Context: an optimization exercise on an open-source flow, tuned for small area and a short achievable clock period. The choices shown serve that exercise and are no tape-out recipe.
Where RTL was checked, it was by simulation tests only, not by an equivalence proof against the original.
No activity file was given, so power comes from the tool's default toggle rates.

old:
Design exec_stage, start of the top module:
module exec_stage (
  input  logic                  clk,
  input  logic                  rst_n,
  input  logic                  run,
  input  logic                  ien,
  input  logic                  write_reg,
  input  logic [3:0]            alu_op,
  input  logic                  alu_src_a,
  input  logic                  alu_src_b,
  input  logic [1:0]            fwd_a,
  input  logic [1:0]            fwd_b,
  input  logic [2:0]            br_type,
  input  logic                  jump,
  input  logic [1:0]            reg_dst,
  input  logic [31:0]           rd1,
  input  logic [31:0]           rd2,
  input  logic [31:0]           immed,
  input  logic [31:0]           pc,
  input  logic [25:0]           inst_field,
  input  logic [31:0]           aluout_m2,
  input  logic [31:0]           wb_data,
  output logic                  br_take,
  output logic [31:0]           branch_target,
  output logic                  ien_m1,
  output logic                  write_reg_m1,
  output logic [31:0]           aluout_m1,
  output logic [31:0]           src_b_m1,
  output logic [4:0]            reg_dst_addr_m1,
  output logic                  br_inst_m1,
  output logic                  ov_m1
);
For scale: roughly 350 I/O pins, ~9900 µm² of cells after synthesis.
clock: 8.0 ns
lec_check: 0
cap_margin: 20
core_margin: 2
core_utilization: 40
setup_slack_margin: 0.3
slew_margin: 20
tns_end_percent: 100
standard.sh (not shown) runs the stock make flow with config.mk's settings and CLKGATE_MAP_FILE= SYNTH_SCRIPT=/design/flow/synth_recipe.tcl, a recipe that flattens the netlist after the stock synthesis.
==> flow/flow/run.sh <==
#!/bin/bash
# Own layout flow: the standard synthesis (which names the registers), then
# an area-oriented resynthesis of the same RTL that keeps those registers, then
# the standard layout steps on the resynthesized netlist. Every tool writes
# its full output to a log file in the work folder.
set -uo pipefail
W=$(pwd)
F=$W/flow
YOSYS=$FLOW_HOME/../tools/install/yosys/bin/yosys
R=$W/orfs/results/$FLOW_PLATFORM/exec_stage/base
LIB=$FLOW_HOME/platforms/$FLOW_PLATFORM/lib/sky130_fd_sc_hd__tt_025C_1v80.lib

bash standard.sh synth > $W/std_synth.log 2>&1 || exit 1
cp $R/1_2_yosys.v $W/std_netlist.v

RTLIL=$R/1_1_yosys_canonicalize.rtlil LIB=$LIB ABC_SCRIPT=$F/abc.script OUT=$W/my_netlist.v \
  $YOSYS -c $F/mysynth.tcl > $W/my_synth.log 2>&1
if python3 $F/same_regs.py $W/std_netlist.v $W/my_netlist.v > $W/same_regs.log 2>&1; then
  cp $W/my_netlist.v $R/1_2_yosys.v
  rm -f $R/1_synth.odb $R/1_synth.sdc
fi

export BUFFER_PORTS_ARGS="-buffer_cell sky130_fd_sc_hd__buf_1"
bash standard.sh "BUFFER_PORTS_ARGS=$BUFFER_PORTS_ARGS" finish > $W/layout.log 2>&1
==> flow/flow/abc.script <==
strash; dch -f; amap; topo
Other scripts of this flow, unchanged in this note and not shown: flow/flow/mysynth.tcl, flow/flow/same_regs.py
old ran in full, but the layout does not pass; the checks complain about negative setup slack.
Edits applied to the flow inputs when going from old to new:
==> flow/flow/abc.script <==
&get -n; &st; &dch -f; &nf -R 1000 -p -F 8 -A 4; &put
[summary]
new reached the end of the flow, and the finished layout is clean on the timing, design-rule and antenna checks. old has higher number of gates on the worst path with buffers counted than new. In new, x dimension of the die is higher than in old. Run comparison: old highest metal layer with signal wires met4; new highest metal layer with signal wires met5. new gives more multi-input combinational area share than old did. Looking only at share of total power in sequential cells, and setting everything else aside, the higher value of new and old goes to new. The run with more routed wire is old, not new. Maximum number of pins on one net before global-route repair: higher on old. Re ratio of final minimum period to clock period: old was higher than new. Clock latency on the worst-skew pair essentially unchanged between old and new.
Function was not checked in any run of this note: the RTL went through the layout flow alone.


== nickel ==
exec_stage, a different RTL version from the one above (not shown whole).
Size in the first run: roughly 1600 cells after synthesis, about 350 I/O pins, ~0.010 sq mm of cells after synthesis.
// exec_stage
module exec_stage (
  input  logic                  clk,
  input  logic                  rst_n,
  input  logic                  run,
  input  logic                  ien,
  input  logic                  write_reg,
  input  logic [3:0]            alu_op,
  input  logic                  alu_src_a,
  input  logic                  alu_src_b,
  input  logic [1:0]            fwd_a,
  input  logic [1:0]            fwd_b,
  input  logic [2:0]            br_type,
  input  logic                  jump,
  input  logic [1:0]            reg_dst,
  input  logic [31:0]           rd1,
  input  logic [31:0]           rd2,
  input  logic [31:0]           immed,
  input  logic [31:0]           pc,
  input  logic [25:0]           inst_field,
  input  logic [31:0]           aluout_m2,
  input  logic [31:0]           wb_data,
  output logic                  br_take,
  output logic [31:0]           branch_target,
  output logic                  ien_m1,
  output logic                  write_reg_m1,
  output logic [31:0]           aluout_m1,
  output logic [31:0]           src_b_m1,
  output logic [4:0]            reg_dst_addr_m1,
  output logic                  br_inst_m1,
  output logic                  ov_m1
);
Settings: LEC_CHECK=0, CAP_MARGIN=20, CORE_MARGIN=2, CORE_UTILIZATION=40, SETUP_SLACK_MARGIN=0.3, SLEW_MARGIN=20, TNS_END_PERCENT=100; clock period 8.0 ns.
==> flow/flow/abc.script <==
&get -n; &st; &dch -f; &nf -R 1000 -p -F 8 -A 4; &put
==> flow/flow/mysynth.tcl <==
# Custom synthesis: the standard front end and register naming, then an
# area-oriented ABC mapping. Env: RTLIL (canonicalized design), LIB, ABC_SCRIPT, OUT.
yosys -import
set lib $::env(LIB)
set du {}
foreach c {sky130_fd_sc_hd__probe_p_8 sky130_fd_sc_hd__probec_p_8 sky130_fd_sc_hd__lpflow_*} { lappend du -dont_use $c }
read_rtlil $::env(RTLIL)
hierarchy -check -top exec_stage
synth -flatten -nofsm -noshare -top exec_stage -run :fine
synth -nofsm -noshare -top exec_stage -run fine:
chformal -remove
delete t:\$print
renames -wire
opt -purge
dfflibmap -liberty $lib {*}$du
opt
setundef -zero
abc -liberty $lib {*}$du -script $::env(ABC_SCRIPT)
splitnets
opt_clean -purge
hilomap -singleton -hicell sky130_fd_sc_hd__conb_1 HI -locell sky130_fd_sc_hd__conb_1 LO
insbuf -buf sky130_fd_sc_hd__buf_4 A X
# left out here: flatten, clean up, hide names made inside functions
tee -o $::env(OUT).stat stat -liberty $lib
check -assert -mapped
write_verilog -noattr -nohex -nodec $::env(OUT)
==> flow/flow/same_regs.py <==
# Exit 0 only if both netlists hold the same flip-flops: same instance names,
# each of the same cell type.
import re, sys
pat = re.compile(r'^\s*(sky130_fd_sc_hd__(?:dfxtp|dfrtp|dfstp|dfbbp|dfxbp|dfrbp|dfsbp|edfxtp|sdf|dlx|dlrtp)\w*)\s+(\S+)\s*\(', re.M)
def regs(path):
    return sorted((m.group(2), m.group(1)) for m in pat.finditer(open(path).read()))
a, b = regs(sys.argv[1]), regs(sys.argv[2])
print(len(a), "registers in", sys.argv[1]); print(len(b), "registers in", sys.argv[2])
if a != b or not a:
    print("registers differ"); sys.exit(1)
print("same registers")
Scripts as last shown in full above: flow/flow/run.sh
nickel went all the way through the flow, and no timing, DRC or antenna check failed.
Here is what was changed in the inputs of ember compared with nickel.
# nickel
export LEC_CHECK = 0
export CAP_MARGIN = 20
export CORE_MARGIN = 2
export CORE_UTILIZATION = 40
export SETUP_SLACK_MARGIN = 0.3
export SLEW_MARGIN = 20
export TNS_END_PERCENT = 100
create_clock -name core_clock -period 8.0 [get_ports {clk}]
# ember
export LEC_CHECK = 0
export CAP_MARGIN = 20
export CORE_MARGIN = 2
export CORE_UTILIZATION = 40
export CTS_BUF_LIST = sky130_fd_sc_hd__clkbuf_4 sky130_fd_sc_hd__clkbuf_8
export GPL_TIMING_DRIVEN = 0
export PLACE_DENSITY = 0.9
export SETUP_SLACK_MARGIN = 0.3
export SLEW_MARGIN = 20
export TNS_END_PERCENT = 100
create_clock -name core_clock -period 8.0 [get_ports {clk}]
==> comparison <==
- STATUS aggregate routed wire length: ember wins against nickel
- As far as effective utilization at floorplan goes, ember and nickel are indistinguishable; the numbers are identical.
- Relative to nickel, routed length on met3 has gone up in ember.
--- input diff ember..lagoon ---
# ember
export LEC_CHECK = 0
export CAP_MARGIN = 20
export CORE_MARGIN = 2
export CORE_UTILIZATION = 40
export CTS_BUF_LIST = sky130_fd_sc_hd__clkbuf_4 sky130_fd_sc_hd__clkbuf_8
export GPL_TIMING_DRIVEN = 0
export PLACE_DENSITY = 0.9
export SETUP_SLACK_MARGIN = 0.3
export SLEW_MARGIN = 20
export TNS_END_PERCENT = 100
create_clock -name core_clock -period 8.0 [get_ports {clk}]
# lagoon
export LEC_CHECK = 0
export CAP_MARGIN = 20
export CORE_MARGIN = 2
export CORE_UTILIZATION = 40
export CTS_BUF_LIST = sky130_fd_sc_hd__clkbuf_4 sky130_fd_sc_hd__clkbuf_8
export GPL_TIMING_DRIVEN = 0
export SETUP_SLACK_MARGIN = 0.3
export SLEW_MARGIN = 20
export TNS_END_PERCENT = 100
create_clock -name core_clock -period 8.0 [get_ports {clk}]
==> comparison <==
For ember, the standard cell with the maximum stage delay on the critical path was sky130_fd_sc_hd__o21ai_0, unlike lagoon, where it was sky130_fd_sc_hd__a21oi_1. Per the comparison of lagoon with ember, total track usage moved up, routed wire length moved up, layout-stage area growth over the synthesis result moved up.

## static timing again, ports no longer ideal
In the flow no input, the clock included, has a driving cell. The finished layouts below were timed again as built, in two steps.
Step 1 assumes that a clkbuf_16 drives the clock port and a buf_2 every other input.
Step 2 also shifts input and output timing later by t, the mid clock arrival at the registers, as if the neighbouring blocks saw the same clock.
Slacks: ideal / step 1 / step 2; pairs: ideal / step 1.
| run | t (ns) | setup slack, ns | slew at the worst register clock pin (ns) | cell pins on the clock port's net |
|---|---|---|---|---|
| old | 0.391 | -0.742 / -0.794 / -0.794 | 0.07 / 0.07 | 1 |
| new | 0.402 | 0.323 / 0.249 / 0.249 | 0.07 / 0.07 | 1 |
| nickel | 0.400 | 0.446 / 0.413 / 0.413 | 0.07 / 0.07 | 1 |
| ember | 0.422 | 0.305 / 0.278 / 0.278 | 0.11 / 0.11 | 1 |
| lagoon | 0.419 | 0.369 / 0.333 / 0.333 | 0.10 / 0.10 | 1 |
For new, which loses most, drivers alone change the setup slack by -0.074 ns; drivers and shift together by -0.074 ns.
